From an optimization exercise on the open Yosys and OpenROAD flow, aimed at a short achievable clock period and few clock cycles; shortcuts taken in it are not production practice. The RTL was checked by simulation tests, not by an equivalence proof against the original design. Power is estimated from default activity; no workload was simulated.

==> design/flow/design.v <==
package mips_cpu_pkg;
    localparam logic [5:0] OP_SPECIAL = 6'h00;
    localparam logic [5:0] OP_J       = 6'h02;
    localparam logic [5:0] OP_JAL     = 6'h03;
    localparam logic [5:0] OP_BEQ     = 6'h04;
    localparam logic [5:0] OP_BNE     = 6'h05;
    localparam logic [5:0] OP_ADDIU   = 6'h09;
    localparam logic [5:0] OP_SLTI    = 6'h0A;
    localparam logic [5:0] OP_SLTIU   = 6'h0B;
    localparam logic [5:0] OP_ANDI    = 6'h0C;
    localparam logic [5:0] OP_ORI     = 6'h0D;
    localparam logic [5:0] OP_XORI    = 6'h0E;
    localparam logic [5:0] OP_LUI     = 6'h0F;
    localparam logic [5:0] OP_LW      = 6'h23;
    localparam logic [5:0] OP_SW      = 6'h2B;
    localparam logic [5:0] FN_SLL  = 6'h00;
    localparam logic [5:0] FN_SRL  = 6'h02;
    localparam logic [5:0] FN_SRA  = 6'h03;
    localparam logic [5:0] FN_SLLV = 6'h04;
    localparam logic [5:0] FN_SRLV = 6'h06;
    localparam logic [5:0] FN_SRAV = 6'h07;
    localparam logic [5:0] FN_JR   = 6'h08;
    localparam logic [5:0] FN_JALR = 6'h09;
    localparam logic [5:0] FN_ADDU = 6'h21;
    localparam logic [5:0] FN_SUBU = 6'h23;
    localparam logic [5:0] FN_AND  = 6'h24;
    localparam logic [5:0] FN_OR   = 6'h25;
    localparam logic [5:0] FN_XOR  = 6'h26;
    localparam logic [5:0] FN_SLT  = 6'h2A;
    localparam logic [5:0] FN_SLTU = 6'h2B;
    localparam logic [3:0] ALU_ADD   = 4'd0;
    localparam logic [3:0] ALU_SUB   = 4'd1;
    localparam logic [3:0] ALU_AND   = 4'd2;
    localparam logic [3:0] ALU_OR    = 4'd3;
    localparam logic [3:0] ALU_XOR   = 4'd4;
    localparam logic [3:0] ALU_SLT   = 4'd5;
    localparam logic [3:0] ALU_SLTU  = 4'd6;
    localparam logic [3:0] ALU_SLL   = 4'd7;
    localparam logic [3:0] ALU_SRL   = 4'd8;
    localparam logic [3:0] ALU_SRA   = 4'd9;
    localparam logic [3:0] ALU_PASSB = 4'd10;
endpackage
module mips_cpu_regfile (
    input  logic        clk,
    input  logic        reset,
    input  logic [4:0]  i_raddr_a,
    input  logic [4:0]  i_raddr_b,
    output logic [31:0] o_rdata_a,
    output logic [31:0] o_rdata_b,
    input  logic        i_we,
    input  logic [4:0]  i_waddr,
    input  logic [31:0] i_wdata,
    output logic [31:0] o_v0
);
    logic [31:0] r_regs [32];
    always_ff @(posedge clk) begin
        if (reset) begin
            for (int unsigned i = 0; i < 32; i++) begin
                r_regs[i] <= '0;
            end
        end else if (i_we && (i_waddr != 5'd0)) begin
            r_regs[i_waddr] <= i_wdata;
        end
    end
    assign o_rdata_a = r_regs[i_raddr_a];
    assign o_rdata_b = r_regs[i_raddr_b];
    assign o_v0      = r_regs[2];
endmodule
import mips_cpu_pkg::*;
module mips_cpu_bus #(
    parameter logic [31:0] RESET_VECTOR = 32'hBFC0_0000
) (
    input  logic        clk,
    input  logic        reset,
    output logic        active,
    output logic [31:0] register_v0,
    output logic [31:0] address,
    output logic [3:0]  byteenable,
    output logic        read,
    output logic        write,
    input  logic        waitrequest,
    input  logic [31:0] readdata,
    output logic [31:0] writedata
);
    localparam int IC_BITS = 5;
    localparam int IC_N    = 1 << IC_BITS;
    localparam int TAG_W   = 30 - IC_BITS;
    logic [31:0] r_pcf;
    logic        r_fetch_en, r_halted;
    logic [31:0]      ic_data [IC_N];
    logic [TAG_W-1:0] ic_tag  [IC_N];
    logic [IC_N-1:0]  ic_valid;
    logic        d_v;
    logic [31:0] d_ir, d_pc;
    logic        e_v, e_we, e_load, e_store, e_br, e_beq, e_jr, e_pred, e_tz, e_shv;
    logic        e_fwd_a, e_fwd_b, e_fwd_s;
    logic [4:0]  e_rd, e_shamt;
    logic [3:0]  e_op;
    logic [31:0] e_a, e_b, e_sd, e_alt;
    logic        m_v, m_we, m_load, m_store;
    logic [4:0]  m_rd;
    logic [31:0] m_res, m_wdata;
    logic w_m_mem, w_rd_req, w_wr_req, w_stall;
    assign w_m_mem    = m_v && (m_load || m_store);
    assign w_rd_req   = (m_v && m_load) || (!w_m_mem && r_fetch_en);
    assign w_wr_req   = m_v && m_store;
    assign w_stall    = waitrequest && (w_rd_req || w_wr_req);
    assign read       = !reset && w_rd_req;
    assign write      = !reset && w_wr_req;
    assign address    = w_m_mem ? {m_res[31:2], 2'b00} : r_pcf;
    assign byteenable = 4'hF;
    assign writedata  = m_wdata;
    assign active     = !r_halted;
    logic [IC_BITS-1:0] w_f_idx;
    logic               w_f_hit, w_f_avail;
    logic [31:0]        w_f_ir;
    assign w_f_idx   = r_pcf[IC_BITS+1:2];
    assign w_f_hit   = ic_valid[w_f_idx] && (ic_tag[w_f_idx] == r_pcf[31:IC_BITS+2]);
    assign w_f_avail = r_fetch_en && (w_m_mem ? w_f_hit : 1'b1);
    assign w_f_ir    = w_m_mem ? ic_data[w_f_idx] : readdata;
    logic [5:0]  w_op, w_fn;
    logic [4:0]  w_rs, w_rt, w_rd;
    logic [31:0] w_imm_s, w_imm_z, w_pc4, w_pc8, w_btarget, w_jtarget;
    logic        w_special, w_jr, w_jalr, w_j, w_jal, w_beq, w_bne, w_br, w_ctrl;
    logic        w_load, w_store, w_lui, w_shift_i, w_shift_v;
    logic        w_alu_r, w_alu_i, w_use_rs, w_use_rt, w_b_imm, w_wen;
    logic [4:0]  w_wdst;
    logic [3:0]  w_op_sel;
    logic [31:0] w_b_const;
    logic        w_pred;
    assign w_op      = d_ir[31:26];
    assign w_fn      = d_ir[5:0];
    assign w_rs      = d_ir[25:21];
    assign w_rt      = d_ir[20:16];
    assign w_rd      = d_ir[15:11];
    assign w_imm_s   = {{16{d_ir[15]}}, d_ir[15:0]};
    assign w_imm_z   = {16'h0000, d_ir[15:0]};
    assign w_pc4     = d_pc + 32'd4;
    assign w_pc8     = d_pc + 32'd8;
    assign w_btarget = w_pc4 + {w_imm_s[29:0], 2'b00};
    assign w_jtarget = {w_pc4[31:28], d_ir[25:0], 2'b00};
    assign w_special = (w_op == OP_SPECIAL);
    assign w_jr      = w_special && (w_fn == FN_JR);
    assign w_jalr    = w_special && (w_fn == FN_JALR);
    assign w_j       = (w_op == OP_J);
    assign w_jal     = (w_op == OP_JAL);
    assign w_beq     = (w_op == OP_BEQ);
    assign w_bne     = (w_op == OP_BNE);
    assign w_br      = w_beq || w_bne;
    assign w_ctrl    = w_jr || w_jalr || w_j || w_jal || w_br;
    assign w_load    = (w_op == OP_LW);
    assign w_store   = (w_op == OP_SW);
    assign w_lui     = (w_op == OP_LUI);
    assign w_shift_i = w_special && ((w_fn == FN_SLL) || (w_fn == FN_SRL) || (w_fn == FN_SRA));
    assign w_shift_v = w_special && ((w_fn == FN_SLLV) || (w_fn == FN_SRLV) || (w_fn == FN_SRAV));
    assign w_alu_r   = w_special && !w_jr && !w_jalr;
    assign w_alu_i   = (w_op == OP_ADDIU) || (w_op == OP_SLTI) || (w_op == OP_SLTIU) ||
                       (w_op == OP_ANDI) || (w_op == OP_ORI) || (w_op == OP_XORI);
    assign w_use_rs  = !(w_j || w_jal || w_lui || w_shift_i);
    assign w_use_rt  = w_alu_r || w_br || w_store;
    assign w_b_imm   = w_alu_i || w_load || w_store || w_lui || w_jal || w_jalr;
    assign w_wen     = w_alu_r || w_alu_i || w_load || w_lui || w_jal || w_jalr;
    assign w_wdst    = w_jal ? 5'd31 : (w_special ? w_rd : w_rt);
    assign w_pred    = w_j || w_jal || (w_br && d_ir[15]);
    always_comb begin
        w_op_sel = ALU_ADD;
        case (w_op)
            OP_SPECIAL: case (w_fn)
                FN_SLL, FN_SLLV: w_op_sel = ALU_SLL;
                FN_SRL, FN_SRLV: w_op_sel = ALU_SRL;
                FN_SRA, FN_SRAV: w_op_sel = ALU_SRA;
                FN_SUBU:         w_op_sel = ALU_SUB;
                FN_AND:          w_op_sel = ALU_AND;
                FN_OR:           w_op_sel = ALU_OR;
                FN_XOR:          w_op_sel = ALU_XOR;
                FN_SLT:          w_op_sel = ALU_SLT;
                FN_SLTU:         w_op_sel = ALU_SLTU;
                FN_JALR:         w_op_sel = ALU_PASSB;
                default:         w_op_sel = ALU_ADD;
            endcase
            OP_JAL:   w_op_sel = ALU_PASSB;
            OP_LUI:   w_op_sel = ALU_PASSB;
            OP_SLTI:  w_op_sel = ALU_SLT;
            OP_SLTIU: w_op_sel = ALU_SLTU;
            OP_ANDI:  w_op_sel = ALU_AND;
            OP_ORI:   w_op_sel = ALU_OR;
            OP_XORI:  w_op_sel = ALU_XOR;
            default:  w_op_sel = ALU_ADD;
        endcase
    end
    always_comb begin
        if (w_lui)                      w_b_const = {d_ir[15:0], 16'h0000};
        else if (w_jal || w_jalr)       w_b_const = w_pc8;
        else if ((w_op == OP_ANDI) || (w_op == OP_ORI) || (w_op == OP_XORI))
                                        w_b_const = w_imm_z;
        else                            w_b_const = w_imm_s;
    end
    logic [31:0] w_rf_a, w_rf_b, w_wb_data, w_rs_val, w_rt_val;
    logic        w_rf_we;
    assign w_wb_data = m_load ? readdata : m_res;
    assign w_rf_we   = m_v && m_we && !w_stall;
    assign w_rs_val  = (m_v && m_we && (m_rd == w_rs)) ? w_wb_data : w_rf_a;
    assign w_rt_val  = (m_v && m_we && (m_rd == w_rt)) ? w_wb_data : w_rf_b;
    mips_cpu_regfile u_regfile (
        .clk       (clk),
        .reset     (reset),
        .i_raddr_a (w_rs),
        .i_raddr_b (w_rt),
        .o_rdata_a (w_rf_a),
        .o_rdata_b (w_rf_b),
        .i_we      (w_rf_we),
        .i_waddr   (m_rd),
        .i_wdata   (w_wb_data),
        .o_v0      (register_v0)
    );
    logic w_e_alu_fwd, w_fwd_rs, w_fwd_rt, w_hazard;
    assign w_e_alu_fwd = e_v && e_we && !e_load;
    assign w_fwd_rs    = w_e_alu_fwd && (e_rd == w_rs);
    assign w_fwd_rt    = w_e_alu_fwd && (e_rd == w_rt);
    assign w_hazard    = e_v && e_we && e_load &&
                         ((w_use_rs && (e_rd == w_rs)) || (w_use_rt && (e_rd == w_rt)));
    logic [31:0] w_a, w_b, w_sd, w_sum, w_diff, w_alu;
    logic [4:0]  w_sa;
    logic        w_eq, w_taken, w_redirect, w_halt, w_flush;
    logic [31:0] w_etarget;
    assign w_a    = e_fwd_a ? m_res : e_a;
    assign w_b    = e_fwd_b ? m_res : e_b;
    assign w_sd   = e_fwd_s ? m_res : e_sd;
    assign w_sum  = w_a + w_b;
    assign w_diff = w_a - w_b;
    assign w_sa   = e_shv ? w_a[4:0] : e_shamt;
    always_comb begin
        case (e_op)
            ALU_ADD:   w_alu = w_sum;
            ALU_SUB:   w_alu = w_diff;
            ALU_AND:   w_alu = w_a & w_b;
            ALU_OR:    w_alu = w_a | w_b;
            ALU_XOR:   w_alu = w_a ^ w_b;
            ALU_SLT:   w_alu = {31'd0, $signed(w_a) < $signed(w_b)};
            ALU_SLTU:  w_alu = {31'd0, w_a < w_b};
            ALU_SLL:   w_alu = w_b << w_sa;
            ALU_SRL:   w_alu = w_b >> w_sa;
            ALU_SRA:   w_alu = $signed(w_b) >>> w_sa;
            default:   w_alu = w_b;
        endcase
    end
    assign w_eq       = (w_a == w_b);
    assign w_taken    = e_beq ? w_eq : !w_eq;
    assign w_redirect = e_v && (e_jr || (e_br && (w_taken != e_pred)));
    assign w_etarget  = e_jr ? w_a : e_alt;
    assign w_halt     = e_v && (e_jr ? (w_a == 32'd0) : (e_tz && (!e_br || w_taken)));
    assign w_flush    = w_redirect || w_halt;
    logic w_d_go, w_d_accept, w_f_take;
    assign w_d_go     = d_v && !w_hazard && (!w_ctrl || w_f_avail);
    assign w_d_accept = !d_v || w_d_go;
    assign w_f_take   = w_f_avail && w_d_accept;
    always_ff @(posedge clk) begin
        if (reset) begin
            r_pcf      <= RESET_VECTOR;
            r_fetch_en <= 1'b1;
            r_halted   <= 1'b0;
            ic_valid   <= '0;
            d_v        <= 1'b0;
            e_v        <= 1'b0;
            e_we       <= 1'b0;
            e_load     <= 1'b0;
            e_store    <= 1'b0;
            e_br       <= 1'b0;
            e_jr       <= 1'b0;
            e_tz       <= 1'b0;
            m_v        <= 1'b0;
            m_we       <= 1'b0;
            m_load     <= 1'b0;
            m_store    <= 1'b0;
        end else if (!w_stall) begin
            if (!w_m_mem && r_fetch_en) begin
                ic_valid[w_f_idx] <= 1'b1;
            end
            if (w_flush) begin
                r_pcf <= w_etarget;
            end else if (w_f_take) begin
                r_pcf <= (w_d_go && w_ctrl && w_pred) ?
                         (w_br ? w_btarget : w_jtarget) : r_pcf + 32'd4;
            end
            if (w_halt) begin
                r_fetch_en <= 1'b0;
            end
            r_halted <= !r_fetch_en && !d_v && !e_v;
            if (w_flush) begin
                d_v <= 1'b0;
            end else if (w_d_accept) begin
                d_v  <= w_f_avail;
                d_ir <= w_f_ir;
                d_pc <= r_pcf;
            end
            e_v <= w_d_go;
            if (w_d_go) begin
                e_we    <= w_wen && (w_wdst != 5'd0);
                e_rd    <= w_wdst;
                e_load  <= w_load;
                e_store <= w_store;
                e_br    <= w_br;
                e_beq   <= w_beq;
                e_jr    <= w_jr || w_jalr;
                e_pred  <= w_pred;
                e_tz    <= (w_br && (w_btarget == 32'd0)) || ((w_j || w_jal) && (w_jtarget == 32'd0));
                e_alt   <= w_pred ? w_pc8 : w_btarget;
                e_shv   <= w_shift_v;
                e_shamt <= d_ir[10:6];
                e_op    <= w_op_sel;
                e_a     <= w_rs_val;
                e_b     <= w_b_imm ? w_b_const : w_rt_val;
                e_sd    <= w_rt_val;
                e_fwd_a <= w_fwd_rs;
                e_fwd_b <= w_fwd_rt && !w_b_imm;
                e_fwd_s <= w_fwd_rt;
            end else begin
                e_we    <= 1'b0;
                e_load  <= 1'b0;
                e_store <= 1'b0;
                e_br    <= 1'b0;
                e_jr    <= 1'b0;
                e_tz    <= 1'b0;
            end
            m_v     <= e_v;
            m_we    <= e_v && e_we;
            m_load  <= e_v && e_load;
            m_store <= e_v && e_store;
            m_rd    <= e_rd;
            m_res   <= w_alu;
            m_wdata <= w_sd;
        end
    end
    always_ff @(posedge clk) begin
        if (!w_stall && !w_m_mem && r_fetch_en) begin
            ic_data[w_f_idx] <= readdata;
            ic_tag[w_f_idx]  <= r_pcf[31:IC_BITS+2];
        end
    end
endmodule
==> design/flow/run.sh <==
#!/bin/bash
# synth_recipe.tcl (not shown) runs the flow's synth.tcl, then flattens the netlist and writes it again
# the make line also repeats each setting of config.mk as NAME=value (left out here)
make -C /OpenROAD-flow-scripts/flow DESIGN_CONFIG=/design/flow/config.mk WORK_HOME=/design/flow/orfs CLKGATE_MAP_FILE= SYNTH_SCRIPT=/design/flow/synth_recipe.tcl finish
==> design/flow/config.mk <==
export PLATFORM = sky130hd
export DESIGN_NAME = mips_cpu_bus
export DESIGN_NICKNAME = mips_cpu_bus
export VERILOG_FILES = /design/flow/design.v
export SDC_FILE = /design/flow/constraint.sdc
export NUM_CORES = 4
export LEC_CHECK = 0
export ABC_CLOCK_PERIOD_IN_PS = 4000
export CAP_MARGIN = 20
export CORE_MARGIN = 2
export CORE_UTILIZATION = 40
export SETUP_SLACK_MARGIN = 5
export SLEW_MARGIN = 20
==> design/flow/constraint.sdc <==
create_clock -name core_clock -period 10.0 [get_ports {clk}]
set_input_delay 2.0000 -clock core_clock [delete_from_list [all_inputs] [get_ports {clk}]]
set_output_delay 2.0000 -clock core_clock [all_outputs]
set_load 0.01 [all_outputs]
==> summary.txt <==
STA
  – Fin. Hold Viols: 0
  – Final Critical Period: 5.23 ns
  – Post-Route Setup TNS: 0 ns
  – Worst slew margin: 20.1%
  – F_max: 191 MHz
  – Worst-Margin Slew: 1.19 ns
  – Slew Limit Fails: 0
  – Setup violations, final: 0
  – Clock Skew: 0.116 ns
  – Crit share post-route: 52.3%
  – RSZ-0062 raised after global routing: yes

Clock tree
  – Clock Tree Buf Depth: 4
  – H-tree levels: 5
  – CTS tree: built
  – Hold_buf cts: 0
  – CTS buffer count: 349
  – CTS root buffer: clkbuf_16
  – CTS sink cnt: 3226
  – Skew-Pair Late Insertion Delay: 0.97 ns
  – Worst-path clk slew: 0.06 ns

Logic synthesis
  – Seq/Total Area, Yosys: 63.8%
  – Post-synth EDFFs: 3129
  – Synthesized flop and latch total: 3226
  – Cell variety after synth: 89
  – Prevailing post-synth register cell: edfxtp_1
  – Top cells by area in the synthesized netlist: edfxtp_1 62%, mux4_2 17%, nor2_1 3.4%
  – Post-Syn Area: 0.150 mm²
  – Mean Syn Cell Area: 15.8 µm²
  – YS warnings: 2
  – Top-area cell type share of the netlist area: 62.5%
  – Cells after synthesis: 9499
  – FFs w/ async S/R, synth: 0%
  – Largest area contributor in the netlist: edfxtp_1

Worst hold path
  – HP Class: flop to flop

Pwr
  – PD cells: 183 mW/mm²
  – Maximum vdd drop: 0.188 mV
  – Sw Share: 24.8%
  – Leak: 57.4 nW
  – Logic pwr share: 10.9%
  – Clock power frac: 40.6%
  – NetSw: 7.82 mW
  – Seq pwr share: 48.5%
  – Pint: 23.7 mW

Floorplan
  – Row count: 225
  – Core Area: 0.375 mm²
  – Die H: 617 µm
  – Starting density of the core: 40.1%
  – Die X-Extent: 617 µm
  – I/O pins: 138
  – Die area: 0.381 mm²

Final layout
  – Most common cell after layout, fill and taps aside: edfxtp_1
  – Layout cells sized above 1: 25.5%
  – Layout fillers: 32200
  – Final core occ: 46.0%
  – Most frequent cells in the layout: 3129 x edfxtp_1, 1320 x nor2_1, 1158 x mux4_2
  – Area Growth Syn to Fin: 14.7%
  – NumNets Final: 9893

Outcome
  – Status: finished clean

Route
  – Drc violations: 0
  – First drt pass iteration count: 15
  – Routed vias/inst: 6.31
  – DR iter-0 viols: 14400
  – DR WL/cell: 35.9 µm
  – Drt total wl: 539 mm
  – DR vias: 94600
  – Final antenna-violating net count: 0

Placement
  – GPL Wtd Cong: 0.978
  – Port Buf Inserts: 133
  – HPWL after DPL: 344 mm

Setup path
  – Critical path endpoint category: flop
  – Maximum fanout along the worst path: 34
  – Crit path launch type: primary input
  – Worst Path Arrival: 5.75 ns
  – WP data required: 10.52 ns
  – Crit path kind: primary input to flop

Global routing
  – GR Overflow Total: 0
  – Antenna violations before repair: 66
  – Largest net degree at the start of global routing: 118
  – Vias in the first global route: 91700
  – Global router's overall resource usage: 27.7%
  – First-pass GRT wire length: 741 mm

Run
  – Max_cap viols: 0
## power groups by stage
stage,Clock [mW],Sequential (mW),Combinational (mW)
after floorplan,0,15.5,1.93
after global placement,0,15.6,3.23
after detailed placement,0,15.6,3.24
after CTS,13.0,15.3,3.34
after global routing,13.5,15.3,3.54
final,12.8,15.3,3.43
## worst paths after layout
| check | startpoint | to | slack [ns] | cells after the start |
|---|---|---|---|---|
| setup / recovery | waitrequest | u_regfile.r_regs[24][30] | 4.77 | 7 |
| hold / removal | ic_valid[23] | ic_valid[23] | 0.46 | 2 |
| setup reg to reg | d_pc[4] | e_tz | 4.90 | 18 |
| hold reg to reg | ic_valid[23] | ic_valid[23] | 0.46 | 2 |
## critical path, stage by stage
cell	delay, ns
clkdlybuf4s50_1	0.64
o21a_1	0.40
nor2_4	0.43
nand4b_1	0.47
nor2_1	0.60
nand2_2	0.65
nand2b_4	0.51
## per-layer routing
layer	track usage [%]	wire length (µm)	share of wire, %	vias up
li1	-	-	-	38000
met1	38.2	208000	39	49800
met2	42.9	246000	46	5809
met3	5.70	57400	11	928
met4	11.4	26900	5.0	20
met5	0	135	0.025	-
## logic make-up (layout without fill, tap and decap cells)
logic type	after synthesis	count (layout)	synth area share, %
multiplexers	1585	1585	20.3
flip-flops	3226	3226	63.8
other	2	51	0.00499
AO/OA/AOI/OAI	1146	1147	4.88
buffers and inverters	884	1311	2.38
XOR/XNOR	157	157	0.914
AND/OR/NAND/NOR	2360	2384	6.60
adder cells (fa/ha/maj)	139	139	1.17
## cell usage after synthesis, types with 92 or more instances
library cell,n
mux2i_1,309
edfxtp_1,3129
mux4_2,1158
nand3_1,92
o21ai_0,293
nor2_1,1356
clkbuf_1,532
inv_1,130
a211oi_1,105
buf_1,106
ha_1,136
a21oi_1,272
nand2_1,534
dfxtp_1,97
mux2_2,118
## through the flow
step / area [µm²] / setup slack [ns] / power [mW] / hold WS [ns] / instances
finish: 173000 / 4.77 / 31.6 / 0.465 / 15000
global route: 172000 / 4.75 / 32.3 / 0.497 / 15000
floorplan: 151000 / 4.58 / 17.4 / 0.406 / 9533
global placement: 159000 / 3.45 / 18.8 / 0.444 / 14200
CTS: 171000 / 4.67 / 31.6 / 0.466 / 14900
detailed placement: 159000 / 3.36 / 18.8 / 0.452 / 14200
## registers in the layout, indices dropped and copies added (netlist names), 4 cells and up, named ones only
signal / flops
m_res: 32
e_alt: 32
ic_data: 1024
e_rd: 5
ic_tag: 800
e_a: 32
e_b: 32
d_pc: 32
u_regfile.r_regs: 1024
m_rd: 5
e_op: 4
e_sd: 32
ic_valid: 32
d_ir: 32
m_wdata: 32
r_pcf: 32
e_shamt: 5
## timing repair
item,4_1_cts,5_1_grt
resized for setup,188,100
setup endpoints to repair,1934,932
cloned,30,7
setup buffers,43,64
pin swaps,16,24
## cell type report
type	count	area, µm²	share of cell area [%]
timing repair buffer	558	5320	3.08
sequential	3226	96000	55.6
multi-input combinational	5448	53300	30.9
inverter	135	517	0.300
antenna	15	37.5	0.0218
tap	4994	6250	3.62
clock buffer	439	9260	5.37
timing repair inverter	1	7.51	0.00435
clock inverter	178	1840	1.06
Testbench counts, summed over its fixed seeds: cycles 8,863.

static timing again, ports no longer ideal:
No port has a modelled driver above. Below, the same layout with a new extraction and two added sets of constraints. Step 1 assumes that a clkbuf_16 drives the clock port and a buf_2 every other input. Step 2 moves the port delays by t, midway between the first and last clock arrival at a register: inputs arrive t later, outputs are due t later. That takes back most of the time a late clock gives input paths. Three values: no drivers, after step 1, after step 2; two values: the first two.
shift t [ns]: 1.011
setup slack, ns: 4.773 / 4.856 / 3.845
worst setup path after step 2: input to register
After both steps setup and hold are still met in this run. For this run, drivers alone change the setup slack by +0.083 ns; drivers and shift together by -0.928 ns.
